From an optimization exercise on the open Yosys and OpenROAD flow, aimed at small area, a short achievable clock period and few clock cycles per item; shortcuts taken in it are not production practice. RTL that was checked went through simulation tests only; none was proved equivalent to the original. No activity file was given, so power comes from the tool's default toggle rates.

==> module lz77_match_search, before the edit <==
module lz77_match_search (
  input  logic                clk,
  input  logic                rstn,
  input  logic [WIN_SIZE-1:0] eq_i,
  input  logic                nv_i,
  output logic                tok_lit_o,
  output logic                tok_mat_o,
  output logic                tok_lst_o,
  output logic [LEN_WD-1:0]   mat_len_o,
  output logic [DST_WD-1:0]   mat_dst_o
);
  logic [LEN_WD-1:0]   step_r;
  logic [WIN_SIZE-1:0] p1_r;
  logic [WIN_SIZE-1:0] p2_r;
  logic                near_r;
  logic                nv1_r;
  logic                st2_w;
  logic                stm_w;
  logic [WIN_SIZE-1:0] next_w;
  logic [WIN_SIZE-1:0] ext_w;
  logic [WIN_SIZE-1:0] pair_w;
  logic                any_w;
  logic                lst_w;
  logic                take_w;
  logic [DST_WD-1:0]   prio_dst_w;
  assign st2_w = (step_r == LEN_WD'(2));
  assign stm_w = (step_r >= LEN_WD'(LEN_MIN));
  always_comb begin
    for (int i = 0; i < WIN_SIZE; i++) begin
      next_w[i] = (step_r + LEN_WD'(1) == LEN_WD'(i + 1)) && (i < LEN_MAX);
    end
  end
  assign ext_w  = p2_r & eq_i;
  assign pair_w = p1_r & eq_i & {{(WIN_SIZE-2){1'b1}}, 2'b00};
  assign any_w  = (|ext_w) && !step_r[LEN_WD-1];
  always_comb begin
    prio_dst_w = '0;
    for (int i = WIN_SIZE - 1; i >= 0; i--) begin
      if (p2_r[i]) begin
        prio_dst_w = DST_WD'(i + 1);
      end
    end
    if (near_r) begin
      prio_dst_w = DST_WD'(step_r);
    end
  end
  assign tok_lit_o = st2_w && !any_w;
  assign tok_mat_o = stm_w && !any_w;
  assign lst_w     = st2_w ? !nv1_r : !nv_i;
  assign tok_lst_o = lst_w;
  assign mat_len_o = step_r;
  assign mat_dst_o = prio_dst_w;
  always_ff @(posedge clk or negedge rstn) begin
    if (!rstn) begin
      step_r <= '0;
    end else begin
      case (step_r)
        LEN_WD'(0): if (nv_i) step_r <= LEN_WD'(1);
        LEN_WD'(1): step_r <= LEN_WD'(2);
        LEN_WD'(2): if (any_w) step_r <= LEN_WD'(3);
                    else if (lst_w) step_r <= LEN_WD'(0);
        default:    if (any_w) step_r <= step_r + 1'b1;
                    else step_r <= lst_w ? LEN_WD'(0) : LEN_WD'(1);
      endcase
    end
  end
  assign take_w = stm_w || (st2_w && any_w);
  always_ff @(posedge clk) begin
    nv1_r  <= nv_i;
    p1_r   <= eq_i;
    p2_r   <= eq_i & (take_w ? (p2_r & ~next_w) : (p1_r & {{(WIN_SIZE-2){1'b1}}, 2'b00}));
    near_r <= |(ext_w & next_w);
  end
endmodule
Settings: LEC_CHECK=0, CAP_MARGIN=20, CORE_MARGIN=2, CORE_UTILIZATION=40, CTS_BUF_LIST=sky130_fd_sc_hd__clkbuf_16, CTS_CLUSTER_DIAMETER=80, CTS_CLUSTER_SIZE=30, SETUP_SLACK_MARGIN=5, SLEW_MARGIN=20; clock period 8.0 ns.
standard.sh (not shown) runs the stock make flow with config.mk's settings and CLKGATE_MAP_FILE= SYNTH_SCRIPT=/design/flow/synth_recipe.tcl, a recipe that flattens the netlist after the stock synthesis.
==> flow/flow/run.sh <==
#!/bin/bash
# The standard layout with a tighter timing-repair target and small port buffers;
# the clock period and constraints are the design's. ORFS keeps each step's log under orfs/logs.
set -euo pipefail
bash standard.sh SETUP_SLACK_MARGIN=5.42 "BUFFER_PORTS_ARGS=-buffer_cell sky130_fd_sc_hd__buf_2" finish > standard.log 2>&1
Testbench counts at the start, summed over its fixed seeds: cycles 41,294, bytes 39,715.
==> next run, changes <==
--- a/flow/design.v
+++ b/flow/design.v
@@ -151,9 +151,9 @@
   assign take_w = stm_w || (st2_w && any_w);
   always_ff @(posedge clk) begin
     nv1_r  <= nv_i;
     p1_r   <= eq_i;
-    p2_r   <= eq_i & (take_w ? (p2_r & ~next_w) : (p1_r & {{(WIN_SIZE-2){1'b1}}, 2'b00}));
+    p2_r   <= take_w ? (ext_w & ~next_w) : pair_w;
     near_r <= |(ext_w & next_w);
   end
 endmodule
 `timescale 1ns/1ns
Outcome: Die area rose slightly; cell area increases slightly; final cell count hardly moves; global-route usage climbs by 1.7 points; utilization is higher by 0.14 points; setup slack gets better by 0.011 ns.
The RTL of the second run of this note was laid out without a check of its function.


before:
lz77_top, a different RTL version from the one above (not shown whole).
For scale: about 630 cells after synthesis, roughly 210 flip-flops.
Settings: LEC_CHECK=0, CAP_MARGIN=20, CORE_MARGIN=2, CORE_UTILIZATION=40, CTS_BUF_LIST=sky130_fd_sc_hd__clkbuf_16, CTS_CLUSTER_DIAMETER=80, CTS_CLUSTER_SIZE=30, SETUP_SLACK_MARGIN=5, SLEW_MARGIN=20; clock period 8.0 ns.
==> flow/flow/run.sh <==
#!/bin/bash
# The standard layout with a tighter timing-repair target, small port buffers and no dummy
# clock loads; the clock period and constraints are the design's. ORFS keeps each step's log
# under orfs/logs.
set -euo pipefail
bash standard.sh SETUP_SLACK_MARGIN=5.46 "BUFFER_PORTS_ARGS=-buffer_cell sky130_fd_sc_hd__buf_2" \
  "CTS_ARGS=-sink_clustering_enable -repair_clock_nets -sink_clustering_size 30 -sink_clustering_max_diameter 80 -buf_list sky130_fd_sc_hd__clkbuf_16 -dont_use_dummy_load" \
  finish > standard.log 2>&1
[inputs] after vs before
--- a/flow/design.v
+++ b/flow/design.v
@@ -20,50 +20,69 @@
   output logic [NCAND-1:0]      eq_o,
   output logic                  nv_o,
   output logic [DATA_WD-1:0]    lit_o
 );
   logic                             rd_val_r;
   logic                             rd_out_r;
   logic [BLK_LEN_WD-1:0]            rem_r;
+  logic [DST_WD-1:0]                cnt_r;
   logic [WIN_SIZE-1:0][DATA_WD-1:0] hist_r;
+  logic [NCAND-1:0]                 vld_w;
   logic [NCAND-1:0]                 eq_w;
   logic [NCAND-1:0]                 eq_r;
   logic                             nv_r;
   logic [BLK_LEN_WD-1:0]            rem_dec_w;
+  logic [DST_WD-1:0]                cnt_inc_w;
   always_ff @(posedge clk or negedge rstn) begin
     if (!rstn) begin
       rd_val_r <= 1'b0;
     end else begin
       rd_val_r <= start_i || (rd_val_r && rem_r > BLK_LEN_WD'(1));
     end
   end
   always_ff @(posedge clk or negedge rstn) begin
     if (!rstn) begin
       rd_out_r <= 1'b0;
     end else begin
-      rd_out_r <= start_i || (rd_val_r && rem_r != BLK_LEN_WD'(1));
+      rd_out_r <= start_i || (rd_out_r && rem_r != BLK_LEN_WD'(1));
     end
   end
   always_comb begin
     logic low_zero;
     low_zero = 1'b1;
     for (int i = 0; i < BLK_LEN_WD; i++) begin
       rem_dec_w[i] = rem_r[i] ^ low_zero;
       low_zero     = low_zero & !rem_r[i];
     end
   end
   always_ff @(posedge clk) begin
     rem_r <= start_i ? cfg_len_i : rem_dec_w;
   end
+  always_comb begin
+    logic low_one;
+    low_one = 1'b1;
+    for (int i = 0; i < DST_WD; i++) begin
+      cnt_inc_w[i] = cnt_r[i] ^ low_one;
+      low_one      = low_one & cnt_r[i];
+    end
+  end
+  always_ff @(posedge clk) begin
+    if (start_i || (rd_val_r && rem_r == BLK_LEN_WD'(1))) begin
+      cnt_r <= '0;
+    end else if (rd_val_r && !cnt_r[DST_WD-1]) begin
+      cnt_r <= cnt_inc_w;
+    end
+  end
   always_ff @(posedge clk) begin
     hist_r <= {hist_r[WIN_SIZE-2:0], rd_dat_i};
   end
   always_comb begin
     for (int j = 0; j < NCAND; j++) begin
-      eq_w[j]  = (rd_dat_i == hist_r[j + LEN_MIN - 1]);
+      vld_w[j] = (cnt_r > DST_WD'(j + LEN_MIN - 1));
+      eq_w[j]  = vld_w[j] && (rd_dat_i == hist_r[j + LEN_MIN - 1]);
     end
   end
   always_ff @(posedge clk) begin
     eq_r <= eq_w;
   end
   always_ff @(posedge clk or negedge rstn) begin
     if (!rstn) begin
@@ -78,31 +97,27 @@
   assign lit_o    = hist_r[2];
 endmodule
 `timescale 1ns/1ns
 import lz77_pkg::*;
 module lz77_match_search (
   input  logic                clk,
   input  logic                rstn,
-  input  logic                start_i,
   input  logic [NCAND-1:0]    eq_i,
   input  logic                nv_i,
   output logic                tok_lit_o,
   output logic                tok_mat_o,
   output logic                tok_lst_o,
   output logic [LEN_WD-1:0]   mat_len_o,
   output logic [DST_WD-1:0]   mat_dst_o
 );
   logic [LEN_WD-1:0]   step_r;
   logic [NCAND-1:0]    p1_r;
   logic [NCAND-1:0]    p2_r;
   logic                near_r;
   logic                nv1_r;
-  logic [DST_WD-1:0]   pos_r;
-  logic [DST_WD-1:0]   pos_inc_w;
-  logic [NCAND-1:0]    vld_w;
   logic                st2_w;
   logic                stm_w;
   logic [NCAND-1:0]    next_w;
   logic [NCAND-1:0]    ext_w;
   logic [NCAND-1:0]    pair_w;
   logic                any_w;
   logic                lst_w;
@@ -111,37 +126,17 @@
   assign st2_w = (step_r == LEN_WD'(2));
   assign stm_w = (step_r >= LEN_WD'(LEN_MIN));
   always_comb begin
     for (int j = 0; j < NCAND; j++) begin
       next_w[j] = (step_r == LEN_WD'(j + LEN_MIN - 1)) && (j + LEN_MIN <= LEN_MAX);
     end
   end
-  always_comb begin
-    logic low_one;
-    low_one = 1'b1;
-    for (int i = 0; i < DST_WD; i++) begin
-      pos_inc_w[i] = pos_r[i] ^ low_one;
-      low_one      = low_one & pos_r[i];
-    end
-  end
-  always_ff @(posedge clk) begin
-    if (start_i) begin
-      pos_r <= '0;
-    end else if (nv_i && !(pos_r[DST_WD-1] && pos_r[0])) begin
-      pos_r <= pos_inc_w;
-    end
-  end
-  always_comb begin
-    for (int j = 0; j < NCAND; j++) begin
-      vld_w[j] = (pos_r > DST_WD'(j + LEN_MIN));
-    end
-  end
   assign ext_w  = p2_r & eq_i;
-  assign pair_w = p1_r & eq_i & vld_w;
-  assign any_w  = (|ext_w) && !step_r[LEN_WD-1] && nv_i;
+  assign pair_w = p1_r & eq_i;
+  assign any_w  = (|ext_w) && !step_r[LEN_WD-1];
   always_comb begin
     prio_dst_w = '0;
     for (int j = NCAND - 1; j >= 0; j--) begin
       if (p2_r[j]) begin
         prio_dst_w = DST_WD'(j + LEN_MIN);
       end
     end
@@ -178,15 +173,15 @@
       endcase
     end
   end
   assign take_w = stm_w || (st2_w && any_w);
   always_ff @(posedge clk) begin
     nv1_r  <= nv_i;
     p1_r   <= eq_i;
-    p2_r   <= eq_i & (take_w ? (p2_r & ~next_w) : (p1_r & vld_w));
+    p2_r   <= eq_i & (take_w ? (p2_r & ~next_w) : p1_r);
     near_r <= |(ext_w & next_w);
   end
 endmodule
 `timescale 1ns/1ns
 import lz77_pkg::*;
 module lz77_token_out (
   input  logic                  clk,
@@ -276,15 +271,14 @@
     .eq_o      (eq),
     .nv_o      (nv),
     .lit_o     (lit)
   );
   lz77_match_search u_match_search (
     .clk       (clk),
     .rstn      (rstn),
-    .start_i   (start_i),
     .eq_i      (eq),
     .nv_i      (nv),
     .tok_lit_o (tok_lit),
     .tok_mat_o (tok_mat),
     .tok_lst_o (tok_lst),
     .mat_len_o (mat_len),
     .mat_dst_o (mat_dst)
### Flow results
Of before and after, the lower multi-input combinational cell area belongs to after.
Sort before and after by clock distribution power, ascending, and before comes first.
In the metrics for before and after, the one carrying the higher multi-input combinational area share is before.
On wire length: between before and after, it ends up higher for before.
before has lower worst hold slack across all endpoints than after.
after against before: wire length of the first global-routing pass fell by about 0.7%; core utilization fell 0.36 points.
Testbench counts of after, summed over its fixed seeds: cycles 41,294, bytes 39,715.
Function not checked in before: the RTL went through the layout flow alone.


== job 103 ==
Another version of the RTL of lz77_top (not shown whole).
Size in the first run: roughly 210 flip-flops, about 41 I/O pins, about 0.0071 mm^2 of cells after synthesis.
==> module lz77_window, before the edit <==
module lz77_window (
  input  logic                  clk,
  input  logic                  rstn,
  input  logic                  start_i,
  input  logic [BLK_LEN_WD-1:0] cfg_len_i,
  input  logic [DATA_WD-1:0]    rd_dat_i,
  output logic                  rd_val_o,
  output logic [NCAND-1:0]      eq_o,
  output logic                  nv_o,
  output logic [DATA_WD-1:0]    lit_o
);
  logic                             rd_val_r;
  logic                             rd_out_r;
  logic [BLK_LEN_WD-1:0]            rem_r;
  logic [DST_WD-1:0]                cnt_r;
  logic [WIN_SIZE-1:0][DATA_WD-1:0] hist_r;
  logic [NCAND-1:0]                 vld_w;
  logic [NCAND-1:0]                 eq_w;
  logic [NCAND-1:0]                 eq_r;
  logic                             nv_r;
  logic [BLK_LEN_WD-1:0]            rem_dec_w;
  logic [DST_WD-1:0]                cnt_inc_w;
  always_ff @(posedge clk or negedge rstn) begin
    if (!rstn) begin
      rd_val_r <= 1'b0;
    end else begin
      rd_val_r <= start_i || (rd_val_r && rem_r > BLK_LEN_WD'(1));
    end
  end
  always_ff @(posedge clk or negedge rstn) begin
    if (!rstn) begin
      rd_out_r <= 1'b0;
    end else begin
      rd_out_r <= start_i || (rd_val_r && rem_r != BLK_LEN_WD'(1));
    end
  end
  always_comb begin
    logic low_zero;
    low_zero = 1'b1;
    for (int i = 0; i < BLK_LEN_WD; i++) begin
      rem_dec_w[i] = rem_r[i] ^ low_zero;
      low_zero     = low_zero & !rem_r[i];
    end
  end
  always_ff @(posedge clk) begin
    rem_r <= start_i ? cfg_len_i : rem_dec_w;
  end
  always_comb begin
    logic low_one;
    low_one = 1'b1;
    for (int i = 0; i < DST_WD; i++) begin
      cnt_inc_w[i] = cnt_r[i] ^ low_one;
      low_one      = low_one & cnt_r[i];
    end
  end
  always_ff @(posedge clk) begin
    if (start_i || (rd_val_r && rem_r == BLK_LEN_WD'(1))) begin
      cnt_r <= '0;
    end else if (rd_val_r && !cnt_r[DST_WD-1]) begin
      cnt_r <= cnt_inc_w;
    end
  end
  always_ff @(posedge clk) begin
    hist_r <= {hist_r[WIN_SIZE-2:0], rd_dat_i};
  end
  always_comb begin
    for (int j = 0; j < NCAND; j++) begin
      vld_w[j] = (cnt_r > DST_WD'(j + LEN_MIN - 1));
      eq_w[j]  = vld_w[j] && (rd_dat_i == hist_r[j + LEN_MIN - 1]);
    end
  end
  always_ff @(posedge clk) begin
    eq_r <= eq_w;
  end
  always_ff @(posedge clk or negedge rstn) begin
    if (!rstn) begin
      nv_r <= 1'b0;
    end else begin
      nv_r <= rd_val_r;
    end
  end
  assign rd_val_o = rd_out_r;
  assign eq_o     = eq_r;
  assign nv_o     = nv_r;
  assign lit_o    = hist_r[2];
endmodule
==> module lz77_match_search, before the edit <==
module lz77_match_search (
  input  logic                clk,
  input  logic                rstn,
  input  logic [NCAND-1:0]    eq_i,
  input  logic                nv_i,
  output logic                tok_lit_o,
  output logic                tok_mat_o,
  output logic                tok_lst_o,
  output logic [LEN_WD-1:0]   mat_len_o,
  output logic [DST_WD-1:0]   mat_dst_o
);
  logic [LEN_WD-1:0]   step_r;
  logic [NCAND-1:0]    p1_r;
  logic [NCAND-1:0]    p2_r;
  logic                near_r;
  logic                nv1_r;
  logic                st2_w;
  logic                stm_w;
  logic [NCAND-1:0]    next_w;
  logic [NCAND-1:0]    ext_w;
  logic [NCAND-1:0]    pair_w;
  logic                any_w;
  logic                lst_w;
  logic                take_w;
  logic [DST_WD-1:0]   prio_dst_w;
  assign st2_w = (step_r == LEN_WD'(2));
  assign stm_w = (step_r >= LEN_WD'(LEN_MIN));
  always_comb begin
    for (int j = 0; j < NCAND; j++) begin
      next_w[j] = (step_r == LEN_WD'(j + LEN_MIN - 1)) && (j + LEN_MIN <= LEN_MAX);
    end
  end
  assign ext_w  = p2_r & eq_i;
  assign pair_w = p1_r & eq_i;
  assign any_w  = (|ext_w) && !step_r[LEN_WD-1];
  always_comb begin
    prio_dst_w = '0;
    for (int j = NCAND - 1; j >= 0; j--) begin
      if (p2_r[j]) begin
        prio_dst_w = DST_WD'(j + LEN_MIN);
      end
    end
    if (near_r) begin
      prio_dst_w = DST_WD'(step_r);
    end
  end
  assign tok_lit_o = st2_w && !any_w;
  assign tok_mat_o = stm_w && !any_w;
  assign lst_w     = st2_w ? !nv1_r : !nv_i;
  assign tok_lst_o = lst_w;
  assign mat_len_o = step_r;
  assign mat_dst_o = prio_dst_w;
  always_ff @(posedge clk or negedge rstn) begin
    if (!rstn) begin
      step_r <= '0;
    end else begin
      case (step_r)
        LEN_WD'(0): if (nv_i) step_r <= LEN_WD'(1);
        LEN_WD'(1): step_r <= LEN_WD'(2);
        LEN_WD'(2): if (any_w) step_r <= LEN_WD'(3);
                    else if (lst_w) step_r <= LEN_WD'(0);
        LEN_WD'(3): if (any_w) step_r <= LEN_WD'(4);
                    else step_r <= lst_w ? LEN_WD'(0) : LEN_WD'(1);
        LEN_WD'(4): if (any_w) step_r <= LEN_WD'(5);
                    else step_r <= lst_w ? LEN_WD'(0) : LEN_WD'(1);
        LEN_WD'(5): if (any_w) step_r <= LEN_WD'(6);
                    else step_r <= lst_w ? LEN_WD'(0) : LEN_WD'(1);
        LEN_WD'(6): if (any_w) step_r <= LEN_WD'(7);
                    else step_r <= lst_w ? LEN_WD'(0) : LEN_WD'(1);
        LEN_WD'(7): if (any_w) step_r <= LEN_WD'(8);
                    else step_r <= lst_w ? LEN_WD'(0) : LEN_WD'(1);
        default:    step_r <= lst_w ? LEN_WD'(0) : LEN_WD'(1);
      endcase
    end
  end
  assign take_w = stm_w || (st2_w && any_w);
  always_ff @(posedge clk) begin
    nv1_r  <= nv_i;
    p1_r   <= eq_i;
    p2_r   <= eq_i & (take_w ? (p2_r & ~next_w) : p1_r);
    near_r <= |(ext_w & next_w);
  end
endmodule
==> flow/config.mk <==
export PLATFORM = sky130hd
export DESIGN_NAME = lz77_top
export DESIGN_NICKNAME = lz77_top
export VERILOG_FILES = /design/flow/design.v
export SDC_FILE = /design/flow/constraint.sdc
export NUM_CORES = 4
export LEC_CHECK = 0
export CAP_MARGIN = 20
export CORE_MARGIN = 2
export CORE_UTILIZATION = 40
export CTS_BUF_LIST = sky130_fd_sc_hd__clkbuf_16
export CTS_CLUSTER_DIAMETER = 80
export CTS_CLUSTER_SIZE = 30
export SETUP_SLACK_MARGIN = 5
export SLEW_MARGIN = 20
==> flow/constraint.sdc <==
create_clock -name core_clock -period 8.0 [get_ports {clk}]
set_input_delay 1.6000 -clock core_clock [delete_from_list [all_inputs] [get_ports {clk}]]
set_output_delay 1.6000 -clock core_clock [all_outputs]
set_load 0.01 [all_outputs]
Scripts as last shown in full above: flow/flow/run.sh
Testbench counts of job 103, summed over its fixed seeds: cycles 41,294, bytes 39,715.
### job 103 -> job 105
==> flow/design.v, changed modules only <==
module lz77_window (
  input  logic                  clk,
  input  logic                  rstn,
  input  logic                  start_i,
  input  logic [BLK_LEN_WD-1:0] cfg_len_i,
  input  logic [DATA_WD-1:0]    rd_dat_i,
  output logic                  rd_val_o,
  output logic [NCAND-1:0]      eq_o,
  output logic                  nv_o,
  output logic [DATA_WD-1:0]    lit_o
);
  logic                             rd_val_r;
  logic                             rd_out_r;
  logic [BLK_LEN_WD-1:0]            rem_r;
  logic [DST_WD-1:0]                cnt_r;
  logic [WIN_SIZE-1:0][DATA_WD-1:0] hist_r;
  logic [NCAND-1:0]                 vld_w;
  logic [NCAND-1:0]                 eq_w;
  logic [NCAND-1:0]                 eq_r;
  logic                             nv_r;
  always_ff @(posedge clk or negedge rstn) begin
    if (!rstn) begin
      rd_val_r <= 1'b0;
    end else begin
      rd_val_r <= start_i || (rd_val_r && rem_r > BLK_LEN_WD'(1));
    end
  end
  always_ff @(posedge clk or negedge rstn) begin
    if (!rstn) begin
      rd_out_r <= 1'b0;
    end else begin
      rd_out_r <= start_i || (rd_out_r && rem_r != BLK_LEN_WD'(1));
    end
  end
  always_ff @(posedge clk) begin
    rem_r <= start_i ? cfg_len_i : rem_r - 1'b1;
  end
  always_ff @(posedge clk) begin
    if (start_i || (rd_val_r && rem_r == BLK_LEN_WD'(1))) begin
      cnt_r <= '0;
    end else if (rd_val_r && !cnt_r[DST_WD-1]) begin
      cnt_r <= cnt_r + 1'b1;
    end
  end
  always_ff @(posedge clk) begin
    hist_r <= {hist_r[WIN_SIZE-2:0], rd_dat_i};
  end
  always_comb begin
    for (int j = 0; j < NCAND; j++) begin
      vld_w[j] = (cnt_r > DST_WD'(j + LEN_MIN - 1));
      eq_w[j]  = vld_w[j] && (rd_dat_i == hist_r[j + LEN_MIN - 1]);
    end
  end
  always_ff @(posedge clk) begin
    eq_r <= eq_w;
  end
  always_ff @(posedge clk or negedge rstn) begin
    if (!rstn) begin
      nv_r <= 1'b0;
    end else begin
      nv_r <= rd_val_r;
    end
  end
  assign rd_val_o = rd_out_r;
  assign eq_o     = eq_r;
  assign nv_o     = nv_r;
  assign lit_o    = hist_r[2];
endmodule
module lz77_match_search (
  input  logic                clk,
  input  logic                rstn,
  input  logic [NCAND-1:0]    eq_i,
  input  logic                nv_i,
  output logic                tok_lit_o,
  output logic                tok_mat_o,
  output logic                tok_lst_o,
  output logic [LEN_WD-1:0]   mat_len_o,
  output logic [DST_WD-1:0]   mat_dst_o
);
  logic [LEN_WD-1:0]   step_r;
  logic [NCAND-1:0]    p1_r;
  logic [NCAND-1:0]    p2_r;
  logic                near_r;
  logic                nv1_r;
  logic                st2_w;
  logic                stm_w;
  logic [NCAND-1:0]    next_w;
  logic [NCAND-1:0]    ext_w;
  logic [NCAND-1:0]    pair_w;
  logic                any_w;
  logic                lst_w;
  logic                take_w;
  logic [DST_WD-1:0]   prio_dst_w;
  assign st2_w = (step_r == LEN_WD'(2));
  assign stm_w = (step_r >= LEN_WD'(LEN_MIN));
  always_comb begin
    for (int j = 0; j < NCAND; j++) begin
      next_w[j] = (step_r == LEN_WD'(j + LEN_MIN - 1)) && (j + LEN_MIN <= LEN_MAX);
    end
  end
  assign ext_w  = p2_r & eq_i;
  assign pair_w = p1_r & eq_i;
  assign any_w  = (|ext_w) && !step_r[LEN_WD-1];
  always_comb begin
    prio_dst_w = '0;
    for (int j = NCAND - 1; j >= 0; j--) begin
      if (p2_r[j]) begin
        prio_dst_w = DST_WD'(j + LEN_MIN);
      end
    end
    if (near_r) begin
      prio_dst_w = DST_WD'(step_r);
    end
  end
  assign tok_lit_o = st2_w && !any_w;
  assign tok_mat_o = stm_w && !any_w;
  assign lst_w     = st2_w ? !nv1_r : !nv_i;
  assign tok_lst_o = lst_w;
  assign mat_len_o = step_r;
  assign mat_dst_o = prio_dst_w;
  always_ff @(posedge clk or negedge rstn) begin
    if (!rstn) begin
      step_r <= '0;
    end else begin
      case (step_r)
        LEN_WD'(0): if (nv_i) step_r <= LEN_WD'(1);
        LEN_WD'(1): step_r <= LEN_WD'(2);
        LEN_WD'(2): if (any_w) step_r <= LEN_WD'(3);
                    else if (lst_w) step_r <= LEN_WD'(0);
        default:    if (any_w) step_r <= step_r + 1'b1;
                    else step_r <= lst_w ? LEN_WD'(0) : LEN_WD'(1);
      endcase
    end
  end
  assign take_w = stm_w || (st2_w && any_w);
  always_ff @(posedge clk) begin
    nv1_r  <= nv_i;
    p1_r   <= eq_i;
    p2_r   <= eq_i & (take_w ? (p2_r & ~next_w) : p1_r);
    near_r <= |(ext_w & next_w);
  end
endmodule
[summary]
- Placement-stage worst setup slack was higher in the run labelled job 103.
- Instance count along the most critical hold path: job 105 vs job 103 — no meaningful difference
- In job 105, net switching power figure is higher than in job 103.
- Job 105: all stages complete, timing, DRC and antenna checks passed
- On share of the synthesized area in compound gates (AO/OA/AOI/OAI), the higher figure sits with job 105, not job 103.
- In job 105, floorplan die area is higher than in job 103.
- Area: job 105 vs job 103 -> job 105 larger
Function not checked in job 105: the RTL went through the layout flow alone.

separate check: timing with driven ports:
In the flow no input, the clock included, has a driving cell. The finished layouts below were timed again as built, in two steps.
Step 1 sets driving cells, clkbuf_16 on the clock port and buf_2 on the other inputs (assumed; they add their load-dependent delay and slew).
Step 2 also shifts input and output timing later by t, the mid clock arrival at the registers, as if the neighbouring blocks saw the same clock.
Slacks: no drivers / after step 1 / after step 2; pairs: no drivers / after step 1.
run | t, ns | setup slack, ns | worst data-port slew with drivers (ns)
the first run of note 1 | 0.503 | 5.392 / 5.359 / 4.912 | 0.03
the second run of note 1 | 0.497 | 5.403 / 5.359 / 5.025 | 0.04
before | 0.484 | 5.426 / 5.381 / 5.376 | 0.04
after | 0.481 | 5.401 / 5.360 / 5.163 | 0.03
job 103 | 0.476 | 5.429 / 5.387 / 5.035 | 0.03
job 105 | 0.491 | 5.391 / 5.345 / 5.076 | 0.04
After both steps setup and hold are still met in every run listed. For the first run of note 1, which loses most, drivers alone change the setup slack by -0.033 ns; drivers and shift together by -0.480 ns.
